What follows belongs to an exercise in optimizing a design on an open flow for small area; a production flow would make more cautious choices. Function was checked by simulation only, so behaviour that the tests miss may differ from the original. Power is estimated from default activity; no workload was simulated.

$ cat flow/design.v
module hub75_bcm_ctl #(
  parameter int COLOR_COUNT = 3,
  parameter int COLOR_BITS = 4,
  parameter int COL_ADDR_BITS = 6,
  parameter int ROW_ADDR_BITS = 4,
  parameter int SECTIONS = 2,
  parameter int BLANK_CYCLES = 4,
  parameter int ON_UNIT = 8
) (
  input  logic clk,
  input  logic rst,
  input  logic enable,
  input  logic [7:0] brightness,
  input  logic [SECTIONS*COLOR_COUNT*(2**COL_ADDR_BITS)*COLOR_BITS-1:0] row_in,
  input  logic row_valid,
  output logic row_req,
  output logic [ROW_ADDR_BITS-1:0] next_row,
  output logic hub_clk,
  output logic hub_lat,
  output logic hub_noe,
  output logic [ROW_ADDR_BITS-1:0] hub_mux,
  output logic [SECTIONS*COLOR_COUNT-1:0] s_out,
  output logic frame_done
);
  localparam int C = 2**COL_ADDR_BITS;
  localparam int SC = SECTIONS*COLOR_COUNT;
  localparam int L = 255;
  localparam logic [1:0] P_IDLE = 2'd0, P_SHIFT = 2'd1, P_BLANK = 2'd2, P_DISP = 2'd3;
  logic [1:0] ph, ph_n;            
  logic [6:0] cnt, cnt_n;          
  logic [1:0] plane, plane_n;
  logic [6:0] br, br_n;            
  logic nreq;                      
  logic load, nload;
  logic sh, bl, dp, cin, e, req_n, done_n, lat_n;
  logic [5:0] up;
  logic [6:0] mask;
  assign load = row_req & row_valid;
  assign nload = nreq | ~row_valid;
  always_comb begin
    sh = ph == P_SHIFT;
    bl = ph == P_BLANK;
    dp = ph == P_DISP;
    cin = cnt[0] | ~sh;
    {e, up} = {1'b0, cnt[6:1]} + 7'(cin);
    ph_n = ph;
    plane_n = plane;
    req_n = row_req;
    done_n = 1'b0;
    case (ph)
      P_IDLE: begin
        req_n = row_req ? !row_valid : enable;
        if (load) ph_n = P_SHIFT;
      end
      P_SHIFT: if (e) ph_n = P_BLANK;
      P_BLANK: if (e) ph_n = P_DISP;
      default: if (e) begin
        plane_n = plane + 1'b1;
        if (plane == 2'd3) begin
          ph_n = P_IDLE;
          req_n = enable;
          done_n = &next_row;
        end else begin
          ph_n = P_SHIFT;
        end
      end
    endcase
    case (plane)
      2'd0: mask = 7'b0001110;
      2'd1: mask = 7'b0000110;
      2'd2: mask = 7'b0000010;
      default: mask = 7'b0000000;
    endcase
    if (ph == P_IDLE) cnt_n = '0;
    else cnt_n = {up, sh & ~cnt[0]}
                 | (sh & e ? 7'b1101110 : 7'b0)
                 | (bl & e || dp & !e ? mask : 7'b0);
    lat_n = ph_n == P_BLANK && cnt_n == 7'b1110110;
    br_n = bl & e ? {brightness[7:2], &brightness[1:0]} : br;
  end
  always_ff @(posedge clk) br <= br_n;
  logic [SC-1:0][L-1:0] ring, rin;
  localparam int H0 = 63, H1 = 126, H2 = 190, H3 = 254;
  for (genvar b = 0; b < 4; b++) begin : g_pl
    for (genvar kk = (b == 0 ? 1 : 0); kk < C; kk++) begin : g_col
      localparam int HB = b == 0 ? H0 : b == 1 ? H1 : b == 2 ? H2 : H3;
      localparam int J = (2*(HB - kk)) % L;
      for (genvar i = 0; i < SC; i++) begin : g_ln
        assign rin[i][J] = row_in[(i*C + C-1 - kk)*COLOR_BITS + b];
      end
    end
  end
  always_ff @(posedge clk) begin
    for (int i = 0; i < SC; i++)
      for (int k = 0; k < L; k++)
        ring[i][k] <= ~((load | ring[i][(k+L-1)%L]) & (nload | rin[i][k]));
  end
  logic [SC-1:0] tap, s_n;
  always_comb
    for (int i = 0; i < SC; i++) begin
      case (plane_n)
        2'd0: tap[i] = ring[i][125];
        2'd1: tap[i] = ~ring[i][141];
        2'd2: tap[i] = ring[i][167];
        default: tap[i] = ~ring[i][209];
      endcase
      s_n[i] = load ? row_in[(i*C + C-1)*COLOR_BITS] :
               ph_n == P_SHIFT && (cnt_n[0] ? s_out[i] : tap[i]);
    end
  always_ff @(posedge clk or posedge rst) begin
    if (rst) begin
      ph <= P_IDLE;
      cnt <= '0;
      plane <= '0;
      next_row <= '0;
      hub_lat <= 1'b0;
      hub_noe <= 1'b1;
      hub_mux <= '0;
      s_out <= '0;
      row_req <= 1'b0;
      nreq <= 1'b1;
      frame_done <= 1'b0;
    end else begin
      ph <= ph_n;
      cnt <= cnt_n;
      plane <= plane_n;
      if (dp && e && plane == 2'd3) next_row <= next_row + 1'b1;
      hub_lat <= lat_n;
      hub_noe <= !(ph_n == P_DISP && {cnt_n[6:1], 1'b1} <= br_n);
      if (lat_n) hub_mux <= next_row;
      s_out <= s_n;
      row_req <= req_n;
      nreq <= !req_n;
      frame_done <= done_n;
    end
  end
  assign hub_clk = cnt[0];
endmodule
$ cat flow/flow/run.sh
#!/bin/bash
# Standard ORFS layout, with minimum-size port buffers and a clock tree
# built from small buffers without dummy loads.
set -euo pipefail
bash standard.sh \
  'BUFFER_PORTS_ARGS=-buffer_cell sky130_fd_sc_hd__buf_1' \
  'CTS_ARGS=-sink_clustering_enable -repair_clock_nets -dont_use_dummy_load -buf_list {sky130_fd_sc_hd__clkbuf_4 sky130_fd_sc_hd__clkbuf_8}' \
  finish > flow.log 2>&1
$ cat flow/standard.sh
#!/bin/bash
# synth_recipe.tcl (not shown) runs the flow's synth.tcl, then flattens the netlist and writes it again
# the make line also repeats each setting of config.mk as NAME=value (left out here)
make -C /OpenROAD-flow-scripts/flow DESIGN_CONFIG=/design/flow/config.mk WORK_HOME=/design/flow/orfs CLKGATE_MAP_FILE= SYNTH_SCRIPT=/design/flow/synth_recipe.tcl "${@:-finish}"
$ cat flow/config.mk
export PLATFORM = sky130hd
export DESIGN_NAME = hub75_bcm_ctl
export DESIGN_NICKNAME = hub75_bcm_ctl
export VERILOG_FILES = /design/flow/design.v
export SDC_FILE = /design/flow/constraint.sdc
export NUM_CORES = 4
export LEC_CHECK = 0
export CAP_MARGIN = 20
export CORE_AREA = 10 10 530 530
export DIE_AREA = 0 0 540 540
export SLEW_MARGIN = 20
$ cat flow/constraint.sdc
create_clock -name core_clock -period 10.0 [get_ports {clk}]
set_input_delay 2.0000 -clock core_clock [delete_from_list [all_inputs] [get_ports {clk}]]
set_output_delay 2.0000 -clock core_clock [all_outputs]
set_load 0.01 [all_outputs]
==> results.txt, run 1 <==
outcome: finished clean
Synth Register Bits: 1567
async set-reset flop share out of synthesis: 0.01914
CP Capture Point: hub_mux[0]
non-filler cells, final: 8737
postcts setup bufs: 0
most frequent cell after synthesis: dfxtp_1
slack of the worst reg-to-reg path: 5.88 ns
Synth area leader: dfxtp_1
number of gates resized after cts: 0
RSZ-0062 raised after global routing: no
IO Count: 1567
Post-Synth XOR/XNOR Area: 0.001200
Core Rows: 190
Power Density: 234.1 nW/µm²
post-synthesis compound-gate area fraction: 0.2283
Post-synth top flop: dfxtp_1
routability cong.: 0.9607
Req. time, crit path: 10.77 ns
DRC viols: 0
sw frac: 0.2457
DRT Pass-1 Iters: 5
Leakage: 19.98 nW
Worst R2R End: hub_mux[0]
Mapped Area: 43800 µm²
routed length per instance: 21.74 µm
Post-Route Setup TNS: 0 ns
Die Height: 540 µm
CTS buffer count: 265
r2r startpoint: ph[1]
crit start category: flop
Final Max Slew Viols: 0
final hold vios: 0
hold buffer count at CTS: 0
Syn-to-layout area delta: 30.00%
area share of and/or/nand/nor cells after synthesis: 0.007883
vias in the first global route: 37470
clock power share: 0.349
Seq/Total Area, Yosys: 0.7196
Worst Setup SP: ph[1]
Overall Global Routing Usage: 0.1200
critical path type: reg2reg
EDFF count, synth: 0
Worst Path Max Fanout: 16
total of max-cap violations: 0
core box area: 268600 µm²
port bufs: 1566
Synthesized Nets: 5197
worst min path class: reg2reg
Psw: 3.275 mW
maximum VDD drop: 0.0001343 V
largest net degree at the start of global routing: 235
yosys warns: 1
Final min period: 4.121 ns
r2r worst-path depth: 12
ANT nets after route: 0
Avg Inst Size Synth: 12.06 µm²
worst hold slack: 0.3370 ns
post-synthesis mux area share: 0.005827
Setup Viol. Count Final: 0
CTS tree: yes
Worst setup EP type: flop
top post-synthesis cells by count: dfxtp_1, o22ai_1, clkbuf_1
clock latency on the worst-skew pair: 0.93 ns
Syn Inst Count: 3632
clk buf depth: 4
post-synth top area share: 0.7024
Worst-Margin Slew: 1.228 ns
Netlist cell types: 50
die area: 291600 µm²
vias: 36640
Power Internal: 10.05 mW
relative slew slack: 0.1811
combinational share of power: 0.086
antenna violations before repair: 58
Fmax achieved: 0.2427 GHz
sequential share of power: 0.565
CTS clock-pin slew for the worst setup and hold paths: 0.06 ns
Initial Util: 0.1631
die span in x: 540 µm
Total Power: 13.33 mW
largest family of logic cells by synthesized area: compound AO/OA/AOI/OAI gates
dpl cells: 8436
Setup Skew: 0.1130 ns
Final Net Count: 6716
Arrival @ worst endpoint: 4.89 ns
Routed WL: 189900 µm
gr ovfl total: 0
clock tree root driver cell: clkbuf_8
layout cell share with drive strength beyond 1: 0.06467
initial drt markers: 2124
first-pass GRT wire length: 261000 µm
H-tree depth: 5
top cells by area, synth: dfxtp_1, o22ai_1, clkbuf_1
clock sinks: 1567
Vias/cell: 4.193
Detailed Place HPWL: 146600 µm
Final period util: 0.4121
adder-cell share of the synthesized area: 0.004856
-- logic make-up after synthesis --
logic type / count (synthesis)
AOI/OAI and AO/OA: 1581
xor gates and xnor gates: 6
adders and majority gates: 17
buffers and inverters: 371
DFF: 1567
muxes: 24
and+or+nand+nor: 66
-- critical path, cell delays in order (launching register included) --
cell and delay [ns]:
dfrtp_1 0.39, inv_1 0.11, ha_1 0.29, nor2b_1 0.21, inv_1 0.07, ha_1 0.21, ha_1 0.53, nand2_1 0.11
nor3_1 0.77, a31o_2 0.23, a31oi_2 0.09, nor4_4 0.57, mux2_2 0.39
-- power groups by stage --
| stage | clock [mW] | combinational [mW] | sequential (mW) |
|---|---|---|---|
| after floorplan | 0 | 0.708 | 7.42 |
| after global placement | 0 | 1.10 | 7.66 |
| after detailed placement | 0 | 1.15 | 7.67 |
| after CTS | 4.82 | 1.15 | 7.55 |
| after global routing | 5.06 | 1.26 | 7.60 |
| final | 4.65 | 1.15 | 7.53 |
-- stage by stage --
step / util / cell area [µm²] / worst slack [ns]
after CTS: 0.2116 / 56850 / 5.806
final: 0.2120 / 56940 / 5.879
after global placement: 0.1981 / 53210 / 5.096
after global routing: 0.2119 / 56920 / 5.543
after detailed placement: 0.1981 / 53210 / 5.039
after floorplan: - / 43800 / 6.562
-- final cells by class --
class / instances / area, µm²
Fill cell: 29380 / 211700
Inverter: 18 / 67.56
Timing Repair Buffer: 1605 / 6284
Clock buffer: 265 / 3647
Antenna cell: 36 / 90.09
Tap cell: 3552 / 4444
Multi-Input combinational cell: 1694 / 10890
Sequential cell: 1567 / 31520
-- registers in the layout, summed over array words and instances (netlist names), 2 cells and up --
register  count
s_out         6
ring       1530
hub_mux       4
plane         2
br            7
cnt           7
next_row      4
ph            2
-- per-layer routing --
layer,vias to the layer above,part of all wire,track usage
li1,17080,-,-
met1,17400,0.36,0.1236
met2,1753,0.51,0.2183
met3,390,0.088,0.04087
met4,16,0.046,0.05560
met5,-,0.00056,0
-- placed cells by master, fill, tap and decap left out, types with 7 or more instances in the layout --
cell      netlist  final
buf_1          19   1566
dfxtp_1      1537   1537
o22ai_1      1530   1528
clkbuf_8        0    265
diode_2         0     36
buf_4           1     30
dfrtp_1        28     28
nor2_1         21     21
inv_1          18     18
ha_1           17     17
mux2i_1        12     12
mux2_2         12     12
nand2_1        11     11
nor3_1         10     10
buf_12          0      9
a311oi_1        7      7
-- worst min path at each step --
stage | startpoint | to | slack [ns] | depth (start not counted)
global placement | ring[1458] | ring[1459] | 0.41 | 1
floorplan | ring[254] | ring[0] | 0.41 | 1
global route | ring[40] | ring[41] | 0.35 | 1
CTS | ring[35] | ring[36] | 0.33 | 1
finish | ring[35] | ring[36] | 0.34 | 1
detailed placement | ring[1450] | ring[1451] | 0.41 | 1
==> run 2, diff against run 1 <==
==> flow/run.sh (new file) <==
#!/bin/bash
# synth_recipe.tcl (not shown) runs the flow's synth.tcl, then flattens the netlist and writes it again
# the make line also repeats each setting of config.mk as NAME=value (left out here)
make -C /OpenROAD-flow-scripts/flow DESIGN_CONFIG=/design/flow/config.mk WORK_HOME=/design/flow/orfs CLKGATE_MAP_FILE= SYNTH_SCRIPT=/design/flow/synth_recipe.tcl finish
removed: flow/flow/run.sh
removed: flow/standard.sh
==> results.txt, run 2 <==
Multi-input gate area: 10890 µm² (unchanged)
post-synthesis mux area share: 0.005827 (unchanged)
post-synth top area share: 0.7024 (unchanged)
Power Density: 225.0 nW/µm² (-3.9%)
most common cell after layout, fill and taps aside: clkdlybuf4s50_1
Final Cell Area: 68830 µm² (+21%)
antenna violations before repair: 70 (+21%)
Hold EP: ring[535]
Initial Util: 0.1631 (unchanged)
hold buffer count at CTS: 0 (unchanged)
Netlist cell types: 50 (unchanged)
most frequent CP cell: buf_4
Core Rows: 190 (unchanged)
layout cell share with drive strength beyond 1: 0.06722 (+0.002546)
vias in the first global route: 36940 (-1.4%)
CP top delay family: buffers and inverters
r2r worst-path depth: 11 (-1)
Leakage: 25.20 nW (+26%)
clk buf depth: 4 (unchanged)
vias: 36160 (-1.3%)
Final Net Count: 6627 (-1.3%)
ANT nets after route: 0 (unchanged)
top cells by area, synth: dfxtp_1, o22ai_1, clkbuf_1
total of max-cap violations: 0 (unchanged)
max reg flops: 1530 (unchanged)
Crit path depth: 5 (-7)
CTS clock-pin slew for the worst setup and hold paths: 0.06 ns (about the same)
async set-reset flop share out of synthesis: 0.01914 (unchanged)
clock tree root driver cell: clkbuf_16
number of gates resized after cts: 0 (unchanged)
Setup Skew: 0.05404 ns (-0.05891 ns)
core box area: 268600 µm² (unchanged)
dpl cells: 8442 (+0.071%)
largest net degree at the start of global routing: 209 (-11%)
sum of buffers and inverters on the critical path: 3 (+1)
yosys warns: 1 (unchanged)
Synthesized Nets: 5197 (unchanged)
Register Area: 31520 µm² (unchanged)
Post-Route Utilization: 0.2562 (+0.04426)
Worst R2R End: s_out[2]
Post-Synth XOR/XNOR Area: 0.001200 (unchanged)
Hold Crit Start: ring[534]
Total Power: 15.49 mW (+16%)
most frequent cell after synthesis: dfxtp_1
post-synthesis compound-gate area fraction: 0.2283 (unchanged)
area share of and/or/nand/nor cells after synthesis: 0.007883 (unchanged)
Vias/cell: 4.125 (-1.6%)
routability cong.: 0.8781 (-8.6%)
Fmax achieved: 0.2325 GHz (-4.2%)
placed cell areas: 63040 µm² (+18%)
most frequent cells in the layout: clkdlybuf4s50_1, dfxtp_1, o22ai_1, clkbuf_16, clkbuf_8
crit start category: input pin
clock sinks: 1567 (unchanged)
Setup Viol. Count Final: 0 (unchanged)
Largest regs: ring x1530, br x7, cnt x7
Req. time, crit path: 10.62 ns (-0.15 ns)
H-tree depth: 4 (-1)
EDFF count, synth: 0 (unchanged)
IO Count: 1567 (unchanged)
Routed WL: 198900 µm (+4.7%)
routed length per instance: 22.68 µm (+4.3%)
Final Max Slew Viols: 0 (unchanged)
Avg Inst Size Synth: 12.06 µm² (unchanged)
Synth Register Bits: 1567 (unchanged)
gr ovfl total: 0 (unchanged)
Post-Route Setup TNS: 0 ns (unchanged)
Syn-to-layout area delta: 57.14%
Critical Path Max Stage Delay: 0.76 ns (about the same)
Worst-Margin Slew: 1.118 ns (-0.1101 ns)
non-filler cells, final: 8768 (+0.35%)
Final period util: 0.4302 (+0.01805)
Worst Path Max Fanout: 85 (+69)
adder-cell share of the synthesized area: 0.004856 (unchanged)
pre-CTS setup slack: 4.895 ns (-0.1441 ns)
CTS tree: yes
critical path type: in2reg
postcts setup bufs: 0 (unchanged)
DRT Pass-1 Iters: 5 (unchanged)
final hold vios: 0 (unchanged)
Synth area leader: dfxtp_1
worst hold stages: 1 (unchanged)
Overall Global Routing Usage: 0.1269 (+0.006932)
Post-synth top flop: dfxtp_1
top post-synthesis cells by count: dfxtp_1, o22ai_1, clkbuf_1
die area: 291600 µm² (unchanged)
die span in x: 540 µm (unchanged)
initial drt markers: 2136 (+0.56%)
Arrival @ worst endpoint: 4.92 ns (+0.03 ns)
worst hold slack: 0.4014 ns (+0.06439 ns)
fillers: 28030 (-4.6%)
Most flops, register: ring
Mapped Area: 43800 µm² (unchanged)
crit-path cells: clkdlybuf4s50_1 > and2_4 > buf_4 > buf_4 > o22ai_1
Syn Inst Count: 3632 (unchanged)
first-pass GRT wire length: 273800 µm (+4.9%)
relative slew slack: 0.2545 (+0.07339)
RSZ-0062 raised after global routing: no
DRC viols: 0 (unchanged)
CTS buffer count: 170 (-36%)
clock latency on the worst-skew pair: 0.83 ns (-0.10 ns)
Detailed Place HPWL: 154400 µm (+5.3%)
Die Height: 540 µm (unchanged)
largest family of logic cells by synthesized area: compound AO/OA/AOI/OAI gates
Worst setup EP type: flop
final worst slack: 5.698 ns (-0.1805 ns)
r2r startpoint: ph[1]
slack of the worst reg-to-reg path: 5.99 ns (+0.11 ns)
Seq/Total Area, Yosys: 0.7196 (unchanged)
port bufs: 1566 (unchanged)
maximum VDD drop: 0.0001514 V (+13%)
worst min path class: reg2reg
slowest CP cell: buf_4
Worst Setup SP: row_valid
outcome: finished clean
Final min period: 4.302 ns (+0.1805 ns)
[run 2: worst max path at each step]
stage	slack [ns]	end
6_report	5.70	ring[621]
5_1_grt	5.57	ring[626]
4_1_cts	5.81	ring[621]
3_5_place_dp	4.89	ring[622]
3_3_place_gp	5.00	ring[879]
2_1_floorplan	6.56	hub_mux[0]
[run 2: power breakdown]
group	switching (mW)	internal (mW)
Sequential	0.375	7.13
Clock	2.65	3.78
Combinational	0.575	0.976
[run 2: logic make-up (layout without fill, tap and decap cells)]
family / count (synthesis) / in the layout
AND/OR/NAND/NOR: 66 / 66
other: 0 / 24
AO/OA/AOI/OAI: 1581 / 1581
XOR/XNOR: 6 / 6
buffers and inverters: 371 / 1931
flip-flops: 1567 / 1567
multiplexers: 24 / 24
adder cells (fa/ha/maj): 17 / 17
[run 2: final cells by class]
type / instances / area share
Multi-Input combinational cell: 1694 / 0.1582
Timing Repair Buffer: 1611 / 0.2341
Clock buffer: 240 / 0.07253
Tap cell: 3552 / 0.06456
Antenna cell: 24 / 0.0008725
Sequential cell: 1567 / 0.4579
Clock inverter: 62 / 0.01083
Inverter: 18 / 0.0009816
[run 2: per-layer routing]
layer | GRT usage | part of all wire | up-vias
li1 | - | - | 17030
met3 | 0.04515 | 0.085 | 316
met4 | 0.04003 | 0.029 | 40
met2 | 0.2357 | 0.52 | 1460
met1 | 0.1329 | 0.36 | 17320
met5 | 0 | 0.0014 | -
==> run 3, diff against run 2 <==
==> flow/flow/run.sh (new file) <==
#!/bin/bash
set -euo pipefail
bash standard.sh \
  'BUFFER_PORTS_ARGS=-buffer_cell sky130_fd_sc_hd__buf_1' \
  'CTS_ARGS=-sink_clustering_enable -repair_clock_nets -dont_use_dummy_load -sink_clustering_size 20 -sink_clustering_max_diameter 40 -buf_list {sky130_fd_sc_hd__clkbuf_8}' \
  finish > flow.log 2>&1
==> flow/standard.sh (new file) <==
#!/bin/bash
# synth_recipe.tcl (not shown) runs the flow's synth.tcl, then flattens the netlist and writes it again
# the make line also repeats each setting of config.mk as NAME=value (left out here)
make -C /OpenROAD-flow-scripts/flow DESIGN_CONFIG=/design/flow/config.mk WORK_HOME=/design/flow/orfs CLKGATE_MAP_FILE= SYNTH_SCRIPT=/design/flow/synth_recipe.tcl "${@:-finish}"
--- a/flow/config.mk
+++ b/flow/config.mk
@@ -6,6 +6,6 @@
 export NUM_CORES = 4
 export LEC_CHECK = 0
 export CAP_MARGIN = 20
-export CORE_AREA = 10 10 530 530
-export DIE_AREA = 0 0 540 540
+export CORE_MARGIN = 2
+export CORE_UTILIZATION = 55
 export SLEW_MARGIN = 20
removed: flow/run.sh
==> results.txt, run 3 <==
outcome: did not finish
Synthesized Nets: 5197 (unchanged)
most frequent cell after synthesis: dfxtp_1
Err: [ERROR PPL-0024] Number of IO pins (1567) exceeds maximum number of available positions (1032). Increase the die perimeter from 1144.86um to 2131.12um.
Avg Inst Size Synth: 12.06 µm² (unchanged)
Mapped Area: 43800 µm² (unchanged)
top post-synthesis cells by count: dfxtp_1, o22ai_1, clkbuf_1
Exit stage: I/O pin placement
Netlist cell types: 50 (unchanged)
post-synth top area share: 0.7024 (unchanged)
async set-reset flop share out of synthesis: 0.01914 (unchanged)
die span in x: 286.2 µm (-47%)
Initial Util: 0.5554 (+0.3923)
top cells by area, synth: dfxtp_1, o22ai_1, clkbuf_1
Die Height: 286.2 µm (-47%)
Seq/Total Area, Yosys: 0.7196 (unchanged)
Post-synth top flop: dfxtp_1
Syn Inst Count: 3632 (unchanged)
Synth Register Bits: 1567 (unchanged)
EDFF count, synth: 0 (unchanged)
Core Rows: 103 (-46%)
yosys warns: 1 (unchanged)
Synth area leader: dfxtp_1
[run 3: cell counts after synthesis]
No cell type changed its count.
[run 3: cells by family after synthesis]
kind of cell	Yosys count	synth area share
xor gates and xnor gates	6	0.001200
buffers and inverters	371	0.03230
muxes	24	0.005827
DFF	1567	0.7196
AOI/OAI and AO/OA	1581	0.2283
adders and majority gates	17	0.004856
and+or+nand+nor	66	0.007884
==> run 4, diff against run 3 <==
==> flow/flow/run.sh (replaced) <==
#!/bin/bash
set -euo pipefail
bash standard.sh \
  'BUFFER_PORTS_ARGS=-buffer_cell sky130_fd_sc_hd__buf_1' \
  'CTS_ARGS=-sink_clustering_enable -repair_clock_nets -dont_use_dummy_load -sink_clustering_size 30 -sink_clustering_max_diameter 60 -buf_list {sky130_fd_sc_hd__clkbuf_4 sky130_fd_sc_hd__clkbuf_8}' \
  finish > flow.log 2>&1
==> results.txt, run 4 <==
outcome: did not finish
Exit stage: I/O pin placement
Err: [ERROR PPL-0024] Number of IO pins (1567) exceeds maximum number of available positions (1032). Increase the die perimeter from 1144.86um to 2131.12um.
post-synth top area share: 0.7024 (unchanged)
Post-synth top flop: dfxtp_1
Die Height: 286.2 µm (unchanged)
top cells by area, synth: dfxtp_1, o22ai_1, clkbuf_1
Netlist cell types: 50 (unchanged)
Synth Register Bits: 1567 (unchanged)
async set-reset flop share out of synthesis: 0.01914 (unchanged)
Syn Inst Count: 3632 (unchanged)
most frequent cell after synthesis: dfxtp_1
EDFF count, synth: 0 (unchanged)
Seq/Total Area, Yosys: 0.7196 (unchanged)
Synthesized Nets: 5197 (unchanged)
Synth area leader: dfxtp_1
Avg Inst Size Synth: 12.06 µm² (unchanged)
Core Rows: 103 (unchanged)
Initial Util: 0.5554 (unchanged)
top post-synthesis cells by count: dfxtp_1, o22ai_1, clkbuf_1
die span in x: 286.2 µm (unchanged)
Mapped Area: 43800 µm² (unchanged)
yosys warns: 1 (unchanged)
## run 4: cells by family after synthesis
| family | share of synthesized area |
|---|---|
| mux | 0.005827 |
| simple gates | 0.007884 |
| xor+xnor | 0.001200 |
| fa+ha+maj | 0.004856 |
| buf+inv | 0.03230 |
| compound gates | 0.2283 |
| flops | 0.7196 |
==> run 5, diff against run 4 <==
==> flow/flow/run.sh (replaced) <==
#!/bin/bash
set -euo pipefail
bash standard.sh \
  'BUFFER_PORTS_ARGS=-buffer_cell sky130_fd_sc_hd__buf_1' \
  'CTS_ARGS=-sink_clustering_enable -repair_clock_nets -dont_use_dummy_load -sink_clustering_size 30 -sink_clustering_max_diameter 60 -buf_list {sky130_fd_sc_hd__clkbuf_8}' \
  'PLACE_PINS_ARGS=-min_distance 1 -min_distance_in_tracks' \
  finish > flow.log 2>&1
--- a/flow/config.mk
+++ b/flow/config.mk
@@ -7,5 +7,5 @@
 export LEC_CHECK = 0
 export CAP_MARGIN = 20
 export CORE_MARGIN = 2
-export CORE_UTILIZATION = 55
-export SLEW_MARGIN = 20
+export CORE_UTILIZATION = 50
+export SLEW_MARGIN = 35
==> results.txt, run 5 <==
postcts setup bufs: 0
clock sinks: 1567
H-tree depth: 3
largest family of logic cells by synthesized area: compound AO/OA/AOI/OAI gates
Seq/Total Area, Yosys: 0.7196 (unchanged)
vias in the first global route: 35520
top cells by area, synth: dfxtp_1, o22ai_1, clkbuf_1
clk buf depth: 3
post-synthesis mux area share: 0.005827 (unchanged)
yosys warns: 1 (unchanged)
number of gates resized after cts: 0
dpl cells: 6023
Exit stage: global routing
pre-CTS setup slack: 5.044 ns
outcome: did not finish
Avg Inst Size Synth: 12.06 µm² (unchanged)
Die Height: 300.0 µm (+4.8%)
Post-synth top flop: dfxtp_1
largest net degree at the start of global routing: 231
adder-cell share of the synthesized area: 0.004856 (unchanged)
Core Rows: 108 (+4.9%)
port bufs: 1566
post-synthesis compound-gate area fraction: 0.2283 (unchanged)
Synthesized Nets: 5197 (unchanged)
Detailed Place HPWL: 120700 µm
Mapped Area: 43800 µm² (unchanged)
routability cong.: 0.9556
EDFF count, synth: 0 (unchanged)
first-pass GRT wire length: 232500 µm
Synth Register Bits: 1567 (unchanged)
Err: [ERROR GRT-0116] Global routing finished with congestion. Check the congestion regions in the DRC Viewer.
CTS buffer count: 87
Syn Inst Count: 3632 (unchanged)
clock tree root driver cell: clkbuf_8
most frequent cell after synthesis: dfxtp_1
Synth area leader: dfxtp_1
Overall Global Routing Usage: 0.3601
area share of and/or/nand/nor cells after synthesis: 0.007883 (unchanged)
Netlist cell types: 50 (unchanged)
hold buffer count at CTS: 0
die span in x: 300.0 µm (+4.8%)
async set-reset flop share out of synthesis: 0.01914 (unchanged)
top post-synthesis cells by count: dfxtp_1, o22ai_1, clkbuf_1
post-synth top area share: 0.7024 (unchanged)
IO Count: 1567
Post-Synth XOR/XNOR Area: 0.001200 (unchanged)
gr ovfl total: 2
Initial Util: 0.5049 (-0.05046)
## run 5: cell counts after synthesis
No cell type changed its count.
## run 5: routing by layer
layer,GRT overflow,track usage
met1,0,0.3863
met2,2,0.5119
met3,0,0.2093
met4,0,0.2889
met5,0,0.02381
## run 5: cell families after synthesis
family / after synthesis
DFF: 1567
buffers and inverters: 371
and+or+nand+nor: 66
AOI/OAI and AO/OA: 1581
adders and majority gates: 17
xor gates and xnor gates: 6
muxes: 24
## run 5: power groups by stage
stage	sequential, mW	combinational [mW]	clock (mW)
2_1_floorplan	7.42	0.708	0
3_3_place_gp	7.53	1.03	0
3_5_place_dp	7.52	1.07	0
4_1_cts	7.40	1.07	2.66
## run 5: stage by stage
stage                     hold slack [ns]  utilization  instance area (µm²)
after CTS                          0.3410       0.5920                51360
after detailed placement           0.4123       0.5782                50160
after global placement             0.4082       0.5771                50070
after floorplan                    0.4077            -                43800
## run 5: how the worst max path moves through the flow
stage / end / cells past startpoint
2_1_floorplan: hub_mux[0] / 6
3_3_place_gp: ring[583] / 5
3_5_place_dp: ring[365] / 5
4_1_cts: ring[779] / 5
==> run 6, diff against run 5 <==
==> flow/flow/run.sh (replaced) <==
#!/bin/bash
set -euo pipefail
bash standard.sh \
  'BUFFER_PORTS_ARGS=-buffer_cell sky130_fd_sc_hd__buf_1' \
  'CTS_ARGS=-sink_clustering_enable -repair_clock_nets -dont_use_dummy_load -sink_clustering_size 20 -sink_clustering_max_diameter 50 -buf_list {sky130_fd_sc_hd__clkbuf_8}' \
  finish > flow.log 2>&1
--- a/flow/config.mk
+++ b/flow/config.mk
@@ -6,6 +6,6 @@
 export NUM_CORES = 4
 export LEC_CHECK = 0
 export CAP_MARGIN = 20
-export CORE_MARGIN = 2
-export CORE_UTILIZATION = 50
+export CORE_AREA = 10 10 530 530
+export DIE_AREA = 0 0 540 540
 export SLEW_MARGIN = 35
==> results.txt, run 6 <==
core box area: 268600 µm²
Setup Skew: 0.08660 ns
Final min period: 4.103 ns
top cells by area, synth: dfxtp_1, o22ai_1, clkbuf_1
Final Max Slew Viols: 0
most frequent cells in the layout: buf_1, dfxtp_1, o22ai_1, clkbuf_8, dfrtp_1
layout cell share with drive strength beyond 1: 0.04523
DRC viols: 0
Worst Setup SP: row_valid
Worst setup EP type: flop
routed length per instance: 21.78 µm
EDFF count, synth: 0 (unchanged)
Final Cell Area: 55490 µm²
CTS clock-pin slew for the worst setup and hold paths: 0.12 ns
async set-reset flop share out of synthesis: 0.01914 (unchanged)
post-synth top area share: 0.7024 (unchanged)
vias in the first global route: 36320
Setup Viol. Count Final: 0
gr ovfl total: 0
clock sinks: 1567 (unchanged)
Syn-to-layout area delta: 26.68%
antenna violations before repair: 48
outcome: finished clean
Arrival @ worst endpoint: 4.78 ns
Initial Util: 0.1631 (-0.3419)
die span in x: 540 µm (+80%)
clock tree root driver cell: clkbuf_8
Leakage: 19.22 nW
Synth area leader: dfxtp_1
clock power share: 0.284
vias: 35930
combinational share of power: 0.095
Die Height: 540 µm (+80%)
RSZ-0062 raised after global routing: no
Worst-Margin Slew: 1.003 ns
max reg flops: 1530
first-pass GRT wire length: 258400 µm
initial drt markers: 2234
Power Density: 218.1 nW/µm²
Seq/Total Area, Yosys: 0.7196 (unchanged)
CTS tree: yes
Synth Register Bits: 1567 (unchanged)
Worst Path Max Fanout: 192
Detailed Place HPWL: 147200 µm (+22%)
final hold vios: 0
postcts setup bufs: 0 (unchanged)
Post-synth top flop: dfxtp_1
Avg Inst Size Synth: 12.06 µm² (unchanged)
routability cong.: 0.9607 (+0.53%)
die area: 291600 µm²
DRT Pass-1 Iters: 7
yosys warns: 1 (unchanged)
total of max-cap violations: 0
IO Count: 1567 (unchanged)
most frequent cell after synthesis: dfxtp_1
placed cell areas: 53240 µm² (+6.1%)
Vias/cell: 4.166
Mapped Area: 43800 µm² (unchanged)
slack of the worst reg-to-reg path: 6.06 ns
Psw: 3.013 mW
Overall Global Routing Usage: 0.1187
largest net degree at the start of global routing: 219
Fmax achieved: 0.2437 GHz
Synthesized Nets: 5197 (unchanged)
CTS buffer count: 155 (+78%)
number of gates resized after cts: 0 (unchanged)
Routed WL: 187800 µm
Post-Route Setup TNS: 0 ns
Power Internal: 9.088 mW
Netlist cell types: 50 (unchanged)
critical path type: in2reg
Final Net Count: 6608
hold buffer count at CTS: 0 (unchanged)
Req. time, crit path: 10.68 ns
most common cell after layout, fill and taps aside: buf_1
Core Rows: 190 (+76%)
Hold Crit Start: ring[936]
clock latency on the worst-skew pair: 0.90 ns
maximum VDD drop: 0.0001452 V
Syn Inst Count: 3632 (unchanged)
crit start category: input pin
r2r startpoint: ph[1]
clk buf depth: 4 (+1)
worst min path class: reg2reg
H-tree depth: 4 (+1)
Final period util: 0.4103
port bufs: 1566 (unchanged)
Most flops, register: ring
sw frac: 0.2490
ANT nets after route: 0
worst hold slack: 0.3606 ns
Largest regs: ring x1530, br x7, cnt x7
relative slew slack: 0.3313
sequential share of power: 0.621
top post-synthesis cells by count: dfxtp_1, o22ai_1, clkbuf_1
==> run 6: cell counts after synthesis <==
Identical to the previous run, type by type.
==> run 6: cells by family after synthesis <==
| logic type | Yosys count | share of synthesized area |
|---|---|---|
| AOI/OAI and AO/OA | 1581 | 0.2283 |
| DFF | 1567 | 0.7196 |
| xor gates and xnor gates | 6 | 0.001200 |
| and+or+nand+nor | 66 | 0.007884 |
| muxes | 24 | 0.005827 |
| buffers and inverters | 371 | 0.03230 |
| adders and majority gates | 17 | 0.004856 |
==> run 6: worst max-delay path: stages <==
cell and delay (ns):
buf_1 0.12, nand2b_4 0.54, buf_12 0.51, buf_12 0.35, buf_16 0.44, o22ai_1 0.21
==> run 6: layer usage <==
metal  vias to the layer above  part of all wire  global-route usage
met5                         -           0.00017                   0
met4                         6             0.039             0.04788
met3                       330             0.087             0.03969
met2                      1619              0.51              0.2177
met1                     17130              0.36              0.1241
li1                      16840                 -                   -
==> run 6: final timing paths <==
path	end	cells past startpoint
hold / removal	ring[937]	1
setup / recovery	ring[810]	6
setup reg to reg	s_out[2]	11
hold reg to reg	ring[937]	1
min in group asynchronous	next_row[1]	3
max in group asynchronous	hub_noe	3
==> run 6: final cells by class <==
class / count / area, µm²
inverters: 18 / 67.56
flip-flops and latches: 1567 / 31530
repair buffers: 1607 / 6350
multi-input cells: 1694 / 10900
fillers: 29440 / 213100
clock buffers: 155 / 2133
well taps: 3552 / 4444
diodes: 31 / 77.57
==> run 6: power groups by stage <==
stage | Sequential (mW) | Clock [mW] | Combinational, mW
floorplan | 7.42 | 0 | 0.708
global placement | 7.66 | 0 | 1.10
detailed placement | 7.67 | 0 | 1.15
CTS | 7.54 | 3.57 | 1.15
global route | 7.59 | 3.79 | 1.26
finish | 7.52 | 3.43 | 1.15
==> run 6: metrics by stage <==
| stage | cells | util | setup WS (ns) | total power [mW] |
|---|---|---|---|---|
| floorplan | 3632 | - | 6.562 | 8.129 |
| global placement | 8436 | 0.1981 | 5.096 | 8.761 |
| detailed placement | 8437 | 0.1982 | 5.036 | 8.816 |
| CTS | 8592 | 0.2061 | 6.051 | 12.27 |
| global route | 8612 | 0.2065 | 5.821 | 12.65 |
| finish | 8624 | 0.2066 | 5.897 | 12.10 |
==> run 7, diff against run 6 <==
--- a/flow/design.v
+++ b/flow/design.v
@@ -28,6 +28,8 @@
   localparam logic [1:0] P_IDLE = 2'd0, P_SHIFT = 2'd1, P_BLANK = 2'd2, P_DISP = 2'd3;
   logic [1:0] ph, ph_n;            
   logic [6:0] cnt, cnt_n;          
+  logic [5:0] cnt_hi;
+  assign cnt = {cnt_hi, hub_clk};
   logic [1:0] plane, plane_n;
   logic [6:0] br, br_n;            
   logic nreq;                      
@@ -78,7 +80,10 @@
     lat_n = ph_n == P_BLANK && cnt_n == 7'b1110110;
     br_n = bl & e ? {brightness[7:2], &brightness[1:0]} : br;
   end
-  always_ff @(posedge clk) br <= br_n;
+  always_ff @(posedge clk) begin
+    br <= br_n;
+    cnt_hi <= cnt_n[6:1];
+  end
   logic [SC-1:0][L-1:0] ring, rin;
   localparam int H0 = 63, H1 = 126, H2 = 190, H3 = 254;
   for (genvar b = 0; b < 4; b++) begin : g_pl
@@ -110,7 +115,7 @@
   always_ff @(posedge clk or posedge rst) begin
     if (rst) begin
       ph <= P_IDLE;
-      cnt <= '0;
+      hub_clk <= 1'b0;
       plane <= '0;
       next_row <= '0;
       hub_lat <= 1'b0;
@@ -122,7 +127,7 @@
       frame_done <= 1'b0;
     end else begin
       ph <= ph_n;
-      cnt <= cnt_n;
+      hub_clk <= cnt_n[0];
       plane <= plane_n;
       if (dp && e && plane == 2'd3) next_row <= next_row + 1'b1;
       hub_lat <= lat_n;
@@ -134,5 +139,4 @@
       frame_done <= done_n;
     end
   end
-  assign hub_clk = cnt[0];
 endmodule
--- a/flow/config.mk
+++ b/flow/config.mk
@@ -8,4 +8,5 @@
 export CAP_MARGIN = 20
 export CORE_AREA = 10 10 530 530
 export DIE_AREA = 0 0 540 540
+export PLACE_DENSITY = 0.7
 export SLEW_MARGIN = 35
==> results.txt, run 7 <==
outcome: finished clean
total of max-cap violations: 0 (unchanged)
clock latency on the worst-skew pair: 0.93 ns (+0.03 ns)
largest net degree at the start of global routing: 219 (unchanged)
Post-synth top flop: dfxtp_1
Synth area leader: dfxtp_1
CTS tree: yes
most frequent cells in the layout: buf_1, dfxtp_1, o22ai_1, clkbuf_8, buf_4
async set-reset flop share out of synthesis: 0.01532 (-0.003829)
Synth Register Bits: 1567 (unchanged)
clk buf depth: 4 (unchanged)
Synthesized Nets: 5197 (unchanged)
DRT Pass-1 Iters: 5 (-2)
number of gates resized after cts: 0 (unchanged)
worst hold slack: 0.3073 ns (-0.05325 ns)
worst hold stages: 1 (unchanged)
Req. time, crit path: 10.69 ns (about the same)
Largest regs: ring x1530, br x7
Syn-to-layout area delta: 26.25%
CTS clock-pin slew for the worst setup and hold paths: 0.10 ns (-0.02 ns)
Mapped Area: 43770 µm² (about the same)
Seq/Total Area, Yosys: 0.7194 (about the same)
routability cong.: 0.9214 (-4.1%)
DRC viols: 0 (unchanged)
Final Net Count: 6594 (-0.21%)
CTS buffer count: 144 (-7.1%)
Detailed Place HPWL: 145500 µm (-1.2%)
relative slew slack: 0.3098 (-0.02148)
Setup Viol. Count Final: 0 (unchanged)
Post-Route Utilization: 0.2057 (-0.0008530)
clock tree root driver cell: clkbuf_8
Die Height: 540 µm (unchanged)
layout cell share with drive strength beyond 1: 0.04317 (-0.002062)
Worst-Margin Slew: 1.035 ns (+0.03222 ns)
Most flops, register: ring
Post-Route Setup TNS: 0 ns (unchanged)
Power Density: 217.2 nW/µm² (-0.39%)
core box area: 268600 µm² (unchanged)
final hold vios: 0 (unchanged)
postcts setup bufs: 0 (unchanged)
vias in the first global route: 35470 (-2.3%)
Arrival @ worst endpoint: 4.79 ns (about the same)
most frequent cell after synthesis: dfxtp_1
dpl cells: 8434 (-0.036%)
Netlist cell types: 50 (unchanged)
EDFF count, synth: 0 (unchanged)
top post-synthesis cells by count: dfxtp_1, o22ai_1, clkbuf_1
clock sinks: 1567 (unchanged)
worst min path class: reg2reg
Setup Skew: 0.1520 ns (+0.06538 ns)
non-filler cells, final: 8600 (-0.28%)
yosys warns: 1 (unchanged)
crit start category: input pin
port bufs: 1566 (unchanged)
H-tree depth: 4 (unchanged)
Worst setup EP type: flop
Fmax achieved: 0.2443 GHz (+0.24%)
vias: 35800 (-0.37%)
Total Power: 12.00 mW (-0.81%)
Leakage: 19.09 nW (-0.65%)
ANT nets after route: 0 (unchanged)
maximum VDD drop: 0.0001435 V (-1.2%)
fillers: 29510 (+0.24%)
Register Area: 31490 µm² (about the same)
most common cell after layout, fill and taps aside: buf_1
routed length per instance: 21.56 µm (-1.0%)
r2r worst-path depth: 15 (+4)
Final period util: 0.4093 (-0.0009960)
die span in x: 540 µm (unchanged)
Routed WL: 185400 µm (-1.3%)
post-synth top area share: 0.7057 (+0.003226)
gr ovfl total: 0 (unchanged)
top cells by area, synth: dfxtp_1, o22ai_1, clkbuf_1
Overall Global Routing Usage: 0.1167 (-0.002046)
Core Rows: 190 (unchanged)
hold buffer count at CTS: 0 (unchanged)
critical path type: in2reg
antenna violations before repair: 42 (-13%)
IO Count: 1567 (unchanged)
Final min period: 4.093 ns (-0.009960 ns)
Initial Util: 0.1630 (about the same)
Worst Path Max Fanout: 155 (-19%)
Avg Inst Size Synth: 12.05 µm² (about the same)
RSZ-0062 raised after global routing: no
Vias/cell: 4.162 (about the same)
initial drt markers: 2491 (+12%)
die area: 291600 µm² (unchanged)
Syn Inst Count: 3632 (unchanged)
Multi-input gate area: 10910 µm² (+0.16%)
max reg flops: 1530 (unchanged)
first-pass GRT wire length: 252200 µm (-2.4%)
Final Max Slew Viols: 0 (unchanged)
[run 7: cell count changes after synthesis, sizes merged]
cell	change
buf	-15
clkbuf	+15
dfrtp	-6
dfxtp	+6
[run 7: kinds of logic (layout without fill, tap and decap cells)]
kind of cell | after synthesis | after routing | synth area share
adder cells (fa/ha/maj) | 17 | 17 | 0.004859
multiplexers | 24 | 24 | 0.005831
buffers and inverters | 371 | 1766 | 0.03233
other | 0 | 21 | 0
XOR/XNOR | 6 | 6 | 0.001200
flip-flops | 1567 | 1567 | 0.7194
AND/OR/NAND/NOR | 66 | 66 | 0.007889
AO/OA/AOI/OAI | 1581 | 1581 | 0.2285
[run 7: where the power goes]
part | switching (mW) | internal, mW | total (mW)
logic | 0.571 | 0.582 | 1.15
clock network | 2.00 | 1.29 | 3.29
registers | 0.438 | 7.12 | 7.56
[run 7: critical path, cell delays in order]
cell and delay [ns]:
buf_1 0.22, and2_4 0.56, buf_12 0.30, buf_12 0.40
buf_16 0.46, o22ai_1 0.16
[run 7: worst paths after layout]
kind,startpoint,endpoint,slack (ns)
setup / recovery,row_valid,ring[16],5.91
setup reg to reg,ph[0],hub_noe,6.20
max in group asynchronous,rst,ph[1],8.39
min in group asynchronous,rst,row_req,1.09
hold reg to reg,ring[720],ring[721],0.31
hold / removal,ring[720],ring[721],0.31
[run 7: area by class of cell]
class / count / area share
Antenna cell: 21 / 0.0009509
Timing Repair Buffer: 1604 / 0.1142
Sequential cell: 1567 / 0.5699
Tap cell: 3552 / 0.08042
Inverter: 18 / 0.001223
Clock buffer: 144 / 0.03586
Multi-Input combinational cell: 1694 / 0.1975
[run 7: per-layer routing]
layer | track usage | share of wire
met1 | 0.1284 | 0.37
met2 | 0.2058 | 0.49
met3 | 0.03964 | 0.092
met4 | 0.04660 | 0.042
met5 | 0 | 0.00029
[run 7: metrics by stage]
stage / cell area [µm²] / setup WS, ns
after floorplan: 43770 / 6.562
after global placement: 53150 / 5.408
after detailed placement: 53190 / 5.245
after CTS: 55180 / 6.084
after global routing: 55250 / 6.009
final: 55260 / 5.907
==> run 8, diff against run 7 <==
==> flow/flow/run.sh (replaced) <==
#!/bin/bash
set -euo pipefail
bash standard.sh \
  'BUFFER_PORTS_ARGS=-buffer_cell sky130_fd_sc_hd__buf_1' \
  'CTS_ARGS=-sink_clustering_enable -repair_clock_nets -dont_use_dummy_load -sink_clustering_size 32 -sink_clustering_max_diameter 60 -buf_list {sky130_fd_sc_hd__clkbuf_16}' \
  finish > flow.log 2>&1
==> results.txt, run 8 <==
Most flops, register: ring
gr ovfl total: 0 (unchanged)
Setup Viol. Count Final: 0 (unchanged)
total of max-cap violations: 0 (unchanged)
Multi-input gate area: 10910 µm² (unchanged)
top post-synthesis cells by count: dfxtp_1, o22ai_1, clkbuf_1
clock sinks: 1567 (unchanged)
Post-Route Utilization: 0.2076 (+0.001845)
Die Height: 540 µm (unchanged)
relative slew slack: 0.2834 (-0.02640)
max reg flops: 1530 (unchanged)
CTS buffer count: 99 (-31%)
r2r worst-path depth: 16 (+1)
Mapped Area: 43770 µm² (unchanged)
fillers: 29440 (-0.24%)
Leakage: 19.28 nW (+0.97%)
CTS tree: yes
most common cell after layout, fill and taps aside: buf_1
Post-synth top flop: dfxtp_1
routability cong.: 0.9214 (unchanged)
Seq/Total Area, Yosys: 0.7194 (unchanged)
H-tree depth: 3 (-1)
Post-Route Setup TNS: 0 ns (unchanged)
M2 GR Usage: 0.2062 (+0.0004136)
Syn Inst Count: 3632 (unchanged)
RSZ-0062 raised after global routing: no
DRC viols: 0 (unchanged)
Synth Register Bits: 1567 (unchanged)
layout cell share with drive strength beyond 1: 0.03452 (-0.008643)
vias in the first global route: 35170 (-0.84%)
maximum VDD drop: 0.0001681 V (+17%)
core box area: 268600 µm² (unchanged)
top cells by area, synth: dfxtp_1, o22ai_1, clkbuf_1
Total Power: 12.46 mW (+3.8%)
ANT nets after route: 0 (unchanged)
Setup Skew: 0.1249 ns (-0.02709 ns)
Final Net Count: 6549 (-0.68%)
outcome: finished clean
EDFF count, synth: 0 (unchanged)
Register Area: 31490 µm² (unchanged)
met1 GRT Util: 0.1290 (+0.0006715)
CTS clock-pin slew for the worst setup and hold paths: 0.11 ns (about the same)
initial drt markers: 2500 (+0.36%)
Most Used Layer, Global Route: met2
Netlist cell types: 50 (unchanged)
routed length per instance: 21.58 µm (+0.12%)
die span in x: 540 µm (unchanged)
Synth area leader: dfxtp_1
Global Route met3 Usage: 0.03453 (-0.005117)
vias: 35620 (-0.48%)
async set-reset flop share out of synthesis: 0.01532 (unchanged)
Worst setup EP type: flop
postcts setup bufs: 0 (unchanged)
Core Rows: 190 (unchanged)
Final period util: 0.4255 (+0.01620)
Req. time, crit path: 10.55 ns (-0.14 ns)
crit start category: input pin
worst hold stages: 1 (unchanged)
DRT Pass-1 Iters: 5 (unchanged)
Routed WL: 184600 µm (-0.40%)
Arrival @ worst endpoint: 4.80 ns (about the same)
largest net degree at the start of global routing: 219 (unchanged)
Detailed Place HPWL: 145500 µm (unchanged)
number of gates resized after cts: 0 (unchanged)
Synthesized Nets: 5197 (unchanged)
Largest regs: ring x1530, br x7
Worst Path Max Fanout: 155 (unchanged)
most frequent cell after synthesis: dfxtp_1
Power Density: 223.5 nW/µm² (+2.9%)
Vias/cell: 4.164 (about the same)
die area: 291600 µm² (unchanged)
most frequent cells in the layout: buf_1, dfxtp_1, o22ai_1, clkbuf_16, buf_4
Syn-to-layout area delta: 27.38%
antenna violations before repair: 41 (-2.4%)
Avg Inst Size Synth: 12.05 µm² (unchanged)
clock tree root driver cell: clkbuf_16
IO Count: 1567 (unchanged)
critical path type: in2reg
Fmax achieved: 0.2350 GHz (-3.8%)
worst min path class: reg2reg
clk buf depth: 4 (unchanged)
final hold vios: 0 (unchanged)
Final min period: 4.255 ns (+0.1620 ns)
port bufs: 1566 (unchanged)
post-synth top area share: 0.7057 (unchanged)
Worst-Margin Slew: 1.075 ns (+0.03960 ns)
hold buffer count at CTS: 0 (unchanged)
yosys warns: 1 (unchanged)
Overall Global Routing Usage: 0.1160 (-0.0006713)
first-pass GRT wire length: 250800 µm (-0.54%)
Initial Util: 0.1630 (unchanged)
slack of the worst reg-to-reg path: 6.22 ns (+0.02 ns)
clock latency on the worst-skew pair: 0.82 ns (-0.11 ns)
Final Max Slew Viols: 0 (unchanged)
run 8: final cells by class:
type	count	share of cell area
Multi-Input combinational cell	1694	0.1957
Antenna cell	21	0.0009424
Tap cell	3552	0.07970
Clock buffer	99	0.04443
Timing Repair Buffer	1604	0.1132
Sequential cell	1567	0.5648
Inverter	18	0.001212
run 8: worst paths after layout:
path,from,endpoint
worst max-delay path,row_valid,ring[488]
worst min-delay path,ring[674],ring[675]
worst max register to register,ph[1],hub_noe
worst min register to register,ring[674],ring[675]
max in group asynchronous,rst,plane[0]
min in group asynchronous,rst,row_req
run 8: stage by stage:
stage | area [µm²] | std cells | setup slack [ns] | hold slack [ns]
after floorplan | 43770 | 3632 | 6.562 | 0.4077
after global placement | 53150 | 8433 | 5.408 | 0.4090
after detailed placement | 53190 | 8434 | 5.245 | 0.4123
after CTS | 55670 | 8533 | 6.083 | 0.3531
after global routing | 55750 | 8550 | 5.809 | 0.3592
final | 55760 | 8555 | 5.745 | 0.3465
run 8: cell families after synthesis:
kind of cell	count (synthesis)	share of synthesized area
multiplexers	24	0.005831
XOR/XNOR	6	0.001200
AO/OA/AOI/OAI	1581	0.2285
AND/OR/NAND/NOR	66	0.007889
adder cells (fa/ha/maj)	17	0.004859
buffers and inverters	371	0.03233
flip-flops	1567	0.7194
run 8: report_power, final:
part           total [mW]  internal [mW]  switching, mW
registers            7.56           7.12          0.438
clock network        3.75           1.75           2.00
logic                1.15          0.582          0.572
total                12.5           9.45           3.01
run 8: critical path: stages:
cell and delay, ns:
buf_1 0.22, and2_4 0.55, buf_12 0.29, buf_12 0.41, buf_16 0.46, o22ai_1 0.15
run 8: layer usage:
layer	wire, µm	share of wire
met2	91360	0.49
met5	40	0.00022
met1	69660	0.38
met4	8049	0.044
met3	15540	0.084
==> run 9, diff against run 8 <==
==> flow/flow/run.sh (replaced) <==
#!/bin/bash
set -euo pipefail
bash standard.sh \
  'BUFFER_PORTS_ARGS=-buffer_cell sky130_fd_sc_hd__buf_1' \
  'CTS_ARGS=-sink_clustering_enable -repair_clock_nets -dont_use_dummy_load -sink_clustering_size 22 -sink_clustering_max_diameter 40 -buf_list {sky130_fd_sc_hd__clkbuf_8}' \
  finish > flow.log 2>&1
--- a/flow/config.mk
+++ b/flow/config.mk
@@ -8,5 +8,5 @@
 export CAP_MARGIN = 20
 export CORE_AREA = 10 10 530 530
 export DIE_AREA = 0 0 540 540
-export PLACE_DENSITY = 0.7
+export PLACE_DENSITY = 0.8
 export SLEW_MARGIN = 35
==> results.txt, run 9 <==
outcome: finished clean
Seq/Total Area, Yosys: 0.7194 (unchanged)
combinational share of power: 0.094 (about the same)
DRC viols: 0 (unchanged)
Power Density: 223.7 nW/µm² (about the same)
Overall Global Routing Usage: 0.1246 (+0.008622)
Worst R2R End: s_out[1]
Worst setup EP type: flop
async set-reset flop share out of synthesis: 0.01532 (unchanged)
Most flops, register: ring
Total Power: 12.53 mW (+0.54%)
crit start category: input pin
Core Rows: 190 (unchanged)
Die Height: 540 µm (unchanged)
ANT nets after route: 0 (unchanged)
Worst Path Max Fanout: 148 (-4.5%)
Synth area leader: dfxtp_1
Post-Route Setup TNS: 0 ns (unchanged)
IO Count: 1567 (unchanged)
most frequent cell after synthesis: dfxtp_1
sum of buffers and inverters on the critical path: 4 (unchanged)
post-synth top area share: 0.7057 (unchanged)
Final Max Slew Viols: 0 (unchanged)
most frequent cells in the layout: buf_1, dfxtp_1, o22ai_1, clkbuf_8, buf_4
Final min period: 4.044 ns (-0.2105 ns)
core box area: 268600 µm² (unchanged)
Vias/cell: 4.227 (+1.5%)
slowest CP cell: and2_4
Detailed Place HPWL: 156700 µm (+7.7%)
clock latency on the worst-skew pair: 0.94 ns (+0.12 ns)
vias in the first global route: 36040 (+2.5%)
Fmax achieved: 0.2473 GHz (+5.2%)
crit-path cells: buf_1 > and2_4 > buf_12 > buf_12 > buf_16 > o22ai_1
Req. time, crit path: 10.69 ns (+0.14 ns)
gr ovfl total: 0 (unchanged)
Post-synth top flop: dfxtp_1
clock tree root driver cell: clkbuf_8
Synth Register Bits: 1567 (unchanged)
Hold EP: ring[442]
die area: 291600 µm² (unchanged)
first-pass GRT wire length: 266000 µm (+6.0%)
RSZ-0062 raised after global routing: no
largest net degree at the start of global routing: 236 (+7.8%)
most common cell after layout, fill and taps aside: buf_1
CTS clock-pin slew for the worst setup and hold paths: 0.07 ns (-0.04 ns)
Leakage: 19.47 nW (+1.0%)
Avg Inst Size Synth: 12.05 µm² (unchanged)
Final Net Count: 6648 (+1.5%)
Critical Path Max Stage Delay: 0.63 ns (+0.08 ns)
Psw: 3.144 mW (+4.4%)
final hold vios: 0 (unchanged)
sequential share of power: 0.603 (-0.004)
worst min path class: reg2reg
top cells by area, synth: dfxtp_1, o22ai_1, clkbuf_1
Power Internal: 9.387 mW (-0.69%)
hold buffer count at CTS: 0 (unchanged)
routability cong.: 1.004 (+9.0%)
r2r startpoint: ph[1]
clock sinks: 1567 (unchanged)
DRT Pass-1 Iters: 5 (unchanged)
Syn Inst Count: 3632 (unchanged)
clock power share: 0.304 (+0.003)
most frequent CP cell: buf_12
CTS buffer count: 190 (+92%)
Setup Skew: 0.1524 ns (+0.02749 ns)
Post-Route Utilization: 0.2085 (+0.0009590)
CTS tree: yes
r2r worst-path depth: 11 (-5)
yosys warns: 1 (unchanged)
top post-synthesis cells by count: dfxtp_1, o22ai_1, clkbuf_1
Setup Viol. Count Final: 0 (unchanged)
Hold Crit Start: ring[441]
total of max-cap violations: 0 (unchanged)
Netlist cell types: 50 (unchanged)
clk buf depth: 4 (unchanged)
maximum VDD drop: 0.0001621 V (-3.5%)
postcts setup bufs: 0 (unchanged)
worst hold stages: 1 (unchanged)
initial drt markers: 2807 (+12%)
routed length per instance: 22.80 µm (+5.6%)
EDFF count, synth: 0 (unchanged)
Routed WL: 197700 µm (+7.1%)
vias: 36640 (+2.9%)
CP top delay family: buffers and inverters
relative slew slack: 0.2439 (-0.03951)
Initial Util: 0.1630 (unchanged)
antenna violations before repair: 67 (+63%)
die span in x: 540 µm (unchanged)
number of gates resized after cts: 0 (unchanged)
slack of the worst reg-to-reg path: 5.99 ns (-0.23 ns)
H-tree depth: 4 (+1)
Syn-to-layout area delta: 27.97%
Mapped Area: 43770 µm² (unchanged)
Arrival @ worst endpoint: 4.73 ns (-0.07 ns)
sw frac: 0.2509 (+0.009249)
Worst-Margin Slew: 1.134 ns (+0.05927 ns)
Final period util: 0.4044 (-0.02105)
critical path type: in2reg
Synthesized Nets: 5197 (unchanged)
max reg flops: 1530 (unchanged)
Largest regs: ring x1530, br x7
layout cell share with drive strength beyond 1: 0.05314 (+0.01861)
port bufs: 1566 (unchanged)
run 9: worst max path at each step:
stage,slack [ns],depth (start not counted),startpoint,end
finish,5.96,6,row_valid,ring[263]
global route,5.76,11,ph[1],s_out[1]
CTS,5.99,12,ph[1],hub_mux[1]
global placement,5.23,5,row_valid,ring[133]
detailed placement,5.20,5,row_valid,ring[24]
floorplan,6.56,6,row_valid,hub_mux[0]
run 9: layer usage:
metal	GRT usage	wire, µm	vias up
met5	0	116	-
met3	0.04181	18430	413
li1	-	-	16930
met1	0.1388	73560	17370
met2	0.2131	95540	1908
met4	0.06015	10030	18
run 9: worst reg2reg max path: stages, from the launching register on:
cell and delay (ns):
dfrtp_1 0.43, inv_1 0.15, ha_1 0.32, nor2b_1 0.28, inv_1 0.07, ha_1 0.22, ha_1 0.38, and3_2 0.43
and3_1 0.27, a31oi_2 0.53, o221ai_1 0.36, a32o_1 0.32
run 9: layout make-up:
| cell class | instances | area (µm²) |
|---|---|---|
| timing repair buffer | 1612 | 6400 |
| antenna | 36 | 90.09 |
| multi-input combinational | 1694 | 10910 |
| inverter | 18 | 67.56 |
| fill | 29270 | 212600 |
| clock buffer | 190 | 2615 |
| tap | 3552 | 4444 |
| sequential | 1567 | 31490 |
run 9: cell families (layout without fill, tap and decap cells):
| family | after synthesis | in the layout | synth area share |
|---|---|---|---|
| buf+inv | 371 | 1820 | 0.03233 |
| mux | 24 | 24 | 0.005831 |
| fa+ha+maj | 17 | 17 | 0.004859 |
| flops | 1567 | 1567 | 0.7194 |
| simple gates | 66 | 66 | 0.007889 |
| xor+xnor | 6 | 6 | 0.001200 |
| other cells | 0 | 36 | 0 |
| compound gates | 1581 | 1581 | 0.2285 |
run 9: per-stage QoR:
step | std cells | worst slack [ns] | hold slack [ns] | area [µm²]
final | 8669 | 5.956 | 0.3022 | 56020
after global routing | 8658 | 5.764 | 0.3072 | 55990
after CTS | 8630 | 5.993 | 0.2621 | 55840
after detailed placement | 8440 | 5.197 | 0.4126 | 53220
after global placement | 8440 | 5.226 | 0.4084 | 53210
after floorplan | 3632 | 6.562 | 0.4077 | 43770
run 9: power groups by stage:
stage	registers, mW	clock network, mW	logic (mW)
floorplan	7.42	0	0.707
global placement	7.68	0	1.13
detailed placement	7.68	0	1.17
CTS	7.56	3.92	1.17
global route	7.62	4.14	1.29
finish	7.55	3.80	1.18
==> run 10, diff against run 9 <==
--- a/flow/design.v
+++ b/flow/design.v
@@ -28,8 +28,6 @@
   localparam logic [1:0] P_IDLE = 2'd0, P_SHIFT = 2'd1, P_BLANK = 2'd2, P_DISP = 2'd3;
   logic [1:0] ph, ph_n;            
   logic [6:0] cnt, cnt_n;          
-  logic [5:0] cnt_hi;
-  assign cnt = {cnt_hi, hub_clk};
   logic [1:0] plane, plane_n;
   logic [6:0] br, br_n;            
   logic nreq;                      
@@ -80,10 +78,7 @@
     lat_n = ph_n == P_BLANK && cnt_n == 7'b1110110;
     br_n = bl & e ? {brightness[7:2], &brightness[1:0]} : br;
   end
-  always_ff @(posedge clk) begin
-    br <= br_n;
-    cnt_hi <= cnt_n[6:1];
-  end
+  always_ff @(posedge clk) br <= br_n;
   logic [SC-1:0][L-1:0] ring, rin;
   localparam int H0 = 63, H1 = 126, H2 = 190, H3 = 254;
   for (genvar b = 0; b < 4; b++) begin : g_pl
@@ -115,7 +110,7 @@
   always_ff @(posedge clk or posedge rst) begin
     if (rst) begin
       ph <= P_IDLE;
-      hub_clk <= 1'b0;
+      cnt <= '0;
       plane <= '0;
       next_row <= '0;
       hub_lat <= 1'b0;
@@ -127,7 +122,7 @@
       frame_done <= 1'b0;
     end else begin
       ph <= ph_n;
-      hub_clk <= cnt_n[0];
+      cnt <= cnt_n;
       plane <= plane_n;
       if (dp && e && plane == 2'd3) next_row <= next_row + 1'b1;
       hub_lat <= lat_n;
@@ -139,4 +134,5 @@
       frame_done <= done_n;
     end
   end
+  assign hub_clk = cnt[0];
 endmodule
==> flow/flow/run.sh (replaced) <==
#!/bin/bash
set -euo pipefail
bash standard.sh \
  'BUFFER_PORTS_ARGS=-buffer_cell sky130_fd_sc_hd__buf_1' \
  'CTS_ARGS=-sink_clustering_enable -repair_clock_nets -dont_use_dummy_load -sink_clustering_size 36 -sink_clustering_max_diameter 60 -buf_list {sky130_fd_sc_hd__clkbuf_16}' \
  finish > flow.log 2>&1
--- a/flow/config.mk
+++ b/flow/config.mk
@@ -8,5 +8,4 @@
 export CAP_MARGIN = 20
 export CORE_AREA = 10 10 530 530
 export DIE_AREA = 0 0 540 540
-export PLACE_DENSITY = 0.8
 export SLEW_MARGIN = 35
==> results.txt, run 10 <==
Die Height: 540 µm (unchanged)
Initial Util: 0.1631 (about the same)
Psw: 2.999 mW (-4.6%)
DRT Pass-1 Iters: 5 (unchanged)
sum of buffers and inverters on the critical path: 4 (unchanged)
most common cell after layout, fill and taps aside: buf_1
ANT nets after route: 0 (unchanged)
Leakage: 19.42 nW (-0.25%)
Synth area leader: dfxtp_1
Final Max Slew Viols: 0 (unchanged)
Core Rows: 190 (unchanged)
Netlist cell types: 50 (unchanged)
hold buffer count at CTS: 0 (unchanged)
Total Power: 12.59 mW (+0.44%)
Routed WL: 186100 µm (-5.8%)
Detailed Place HPWL: 147200 µm (-6.1%)
clock latency on the worst-skew pair: 0.82 ns (-0.12 ns)
CTS tree: yes
Most flops, register: ring
max reg flops: 1530 (unchanged)
Mapped Area: 43800 µm² (about the same)
top cells by area, synth: dfxtp_1, o22ai_1, clkbuf_1
Power Density: 224.6 nW/µm² (+0.42%)
number of gates resized after cts: 0 (unchanged)
Fmax achieved: 0.2366 GHz (-4.3%)
pre-CTS setup slack: 5.036 ns (-0.1614 ns)
Setup Viol. Count Final: 0 (unchanged)
slowest CP cell: nand2b_4
Post-Route Utilization: 0.2086 (about the same)
dpl cells: 8437 (-0.036%)
postcts setup bufs: 0 (unchanged)
Req. time, crit path: 10.58 ns (-0.11 ns)
CTS clock-pin slew for the worst setup and hold paths: 0.11 ns (+0.04 ns)
Post-Route Setup TNS: 0 ns (unchanged)
Largest regs: ring x1530, br x7, cnt x7
die area: 291600 µm² (unchanged)
Worst Path Max Fanout: 192 (+30%)
core box area: 268600 µm² (unchanged)
CTS buffer count: 107 (-44%)
crit start category: input pin
initial drt markers: 2435 (-13%)
Post-synth top flop: dfxtp_1
final hold vios: 0 (unchanged)
routed length per instance: 21.72 µm (-4.8%)
vias: 35620 (-2.8%)
total of max-cap violations: 0 (unchanged)
gr ovfl total: 0 (unchanged)
Final Net Count: 6560 (-1.3%)
top post-synthesis cells by count: dfxtp_1, o22ai_1, clkbuf_1
largest net degree at the start of global routing: 219 (-7.2%)
crit-path cells: buf_1 > nand2b_4 > buf_12 > buf_12 > buf_16 > o22ai_1
Avg Inst Size Synth: 12.06 µm² (about the same)
Worst-Margin Slew: 0.9875 ns (-0.1467 ns)
Vias/cell: 4.156 (-1.7%)
yosys warns: 1 (unchanged)
final worst slack: 5.773 ns (-0.1828 ns)
Synthesized Nets: 5197 (unchanged)
antenna violations before repair: 45 (-33%)
combinational share of power: 0.091 (-0.003)
Critical Path Max Stage Delay: 0.53 ns (-0.10 ns)
fillers: 29380 (+0.35%)
most frequent cells in the layout: buf_1, dfxtp_1, o22ai_1, clkbuf_16, dfrtp_1
vias in the first global route: 35900 (-0.41%)
sequential share of power: 0.597 (-0.006)
Overall Global Routing Usage: 0.1178 (-0.006779)
H-tree depth: 3 (-1)
Arrival @ worst endpoint: 4.81 ns (+0.08 ns)
port bufs: 1566 (unchanged)
Syn Inst Count: 3632 (unchanged)
most frequent cell after synthesis: dfxtp_1
non-filler cells, final: 8572 (-1.1%)
post-synth top area share: 0.7024 (-0.003226)
die span in x: 540 µm (unchanged)
clk buf depth: 4 (unchanged)
clock power share: 0.311 (+0.007)
async set-reset flop share out of synthesis: 0.01914 (+0.003829)
Seq/Total Area, Yosys: 0.7196 (about the same)
EDFF count, synth: 0 (unchanged)
Worst setup EP type: flop
IO Count: 1567 (unchanged)
first-pass GRT wire length: 256500 µm (-3.6%)
DRC viols: 0 (unchanged)
Power Internal: 9.587 mW (+2.1%)
routability cong.: 0.9607 (-4.4%)
worst min path class: reg2reg
sw frac: 0.2383 (-0.01263)
Final min period: 4.227 ns (+0.1828 ns)
slack of the worst reg-to-reg path: 6.07 ns (+0.08 ns)
relative slew slack: 0.3417 (+0.09777)
Final period util: 0.4227 (+0.01828)
Setup Skew: 0.08443 ns (-0.06796 ns)
clock sinks: 1567 (unchanged)
maximum VDD drop: 0.0001435 V (-12%)
critical path type: in2reg
layout cell share with drive strength beyond 1: 0.03605 (-0.01709)
clock tree root driver cell: clkbuf_16
Syn-to-layout area delta: 27.90% (about the same)
Synth Register Bits: 1567 (unchanged)
most frequent CP cell: buf_12
CP top delay family: buffers and inverters
RSZ-0062 raised after global routing: no
outcome: finished clean
==> run 10: changes by cell type after synthesis, sizes merged <==
cell and change:
buf +15, clkbuf -15, dfrtp +6, dfxtp -6
==> run 10: cell type report <==
cell class | instances | area [µm²] | share of cell area
clock buffers | 107 | 2678 | 0.04779
diodes | 27 | 67.56 | 0.001206
flip-flops and latches | 1567 | 31530 | 0.5627
well taps | 3552 | 4444 | 0.07932
multi-input cells | 1694 | 10900 | 0.1945
inverters | 18 | 67.56 | 0.001206
repair buffers | 1607 | 6350 | 0.1133
==> run 10: final timing paths <==
check                           start         end  cells after the start
max                         row_valid   ring[810]                      6
max reg2reg                     ph[1]  hub_mux[2]                     12
min                        ring[1167]  ring[1168]                      1
min reg2reg                ring[1167]  ring[1168]                      1
max in group asynchronous         rst     hub_noe                      3
min in group asynchronous         rst      cnt[5]                      3
==> run 10: per-layer routing <==
layer	GRT usage	up-vias	wire, µm
met5	0	-	34
met4	0.04125	6	6583
met3	0.03647	294	15630
met2	0.2193	1532	96290
met1	0.1248	17050	67610
li1	-	16740	-
==> run 10: logic make-up (layout without fill, tap and decap cells) <==
group,after synthesis,after routing,synth area share
compound gates,1581,1581,0.2283
simple gates,66,66,0.007884
other cells,0,27,0
mux,24,24,0.005827
xor+xnor,6,6,0.001200
flops,1567,1567,0.7196
buf+inv,371,1732,0.03230
fa+ha+maj,17,17,0.004856
==> run 10: through the flow <==
| step | hold slack [ns] | instance area, µm² |
|---|---|---|
| final | 0.3466 | 56030 |
| after global routing | 0.3606 | 56000 |
| after CTS | 0.3516 | 55920 |
| after detailed placement | 0.4123 | 53240 |
| after global placement | 0.4088 | 53210 |
| after floorplan | 0.4077 | 43800 |
==> run 10: power by group through the flow <==
stage / Sequential, mW / Combinational, mW / Clock [mW]
after floorplan: 7.42 / 0.708 / 0
after global placement: 7.66 / 1.10 / 0
after detailed placement: 7.67 / 1.15 / 0
after CTS: 7.54 / 1.15 / 4.05
after global routing: 7.59 / 1.26 / 4.25
final: 7.52 / 1.15 / 3.92

==> port drivers added, routing unchanged <==
Ports are ideal in the flow. The routed layouts listed here were re-timed in OpenROAD.
Step 1 assumes that a clkbuf_16 drives the clock port and a buf_2 every other input.
Step 2 adds t to the input delays and takes it off the output delays; t is the mean of the earliest and latest rising clock arrival at the registers after step 1. Input paths then give back, and output paths get back, about the clock's delay inside the block.
Slacks: ideal ports / drivers / drivers and shift; pairs: ideal ports / drivers.
| run | t, ns | slack for setup (ns) | worst setup path after step 2 | pins driven straight from the clock port |
|---|---|---|---|---|
| run 1 | 0.975 | 5.879 / 5.879 / 4.951 | input to register | 1 |
| run 2 | 0.893 | 5.698 / 5.728 / 4.834 | input to register | 1 |
| run 6 | 0.964 | 5.897 / 5.948 / 4.984 | input to register | 1 |
| run 7 | 0.951 | 5.907 / 5.950 / 4.999 | input to register | 1 |
| run 8 | 0.869 | 5.745 / 5.790 / 4.922 | input to register | 1 |
| run 9 | 0.961 | 5.956 / 5.951 / 4.991 | input to register | 1 |
| run 10 | 0.890 | 5.773 / 5.825 / 4.935 | input to register | 1 |
After both steps every run listed still meets setup and hold. For run 9, which loses most, drivers alone change the setup slack by -0.005 ns; drivers and shift together by -0.965 ns.
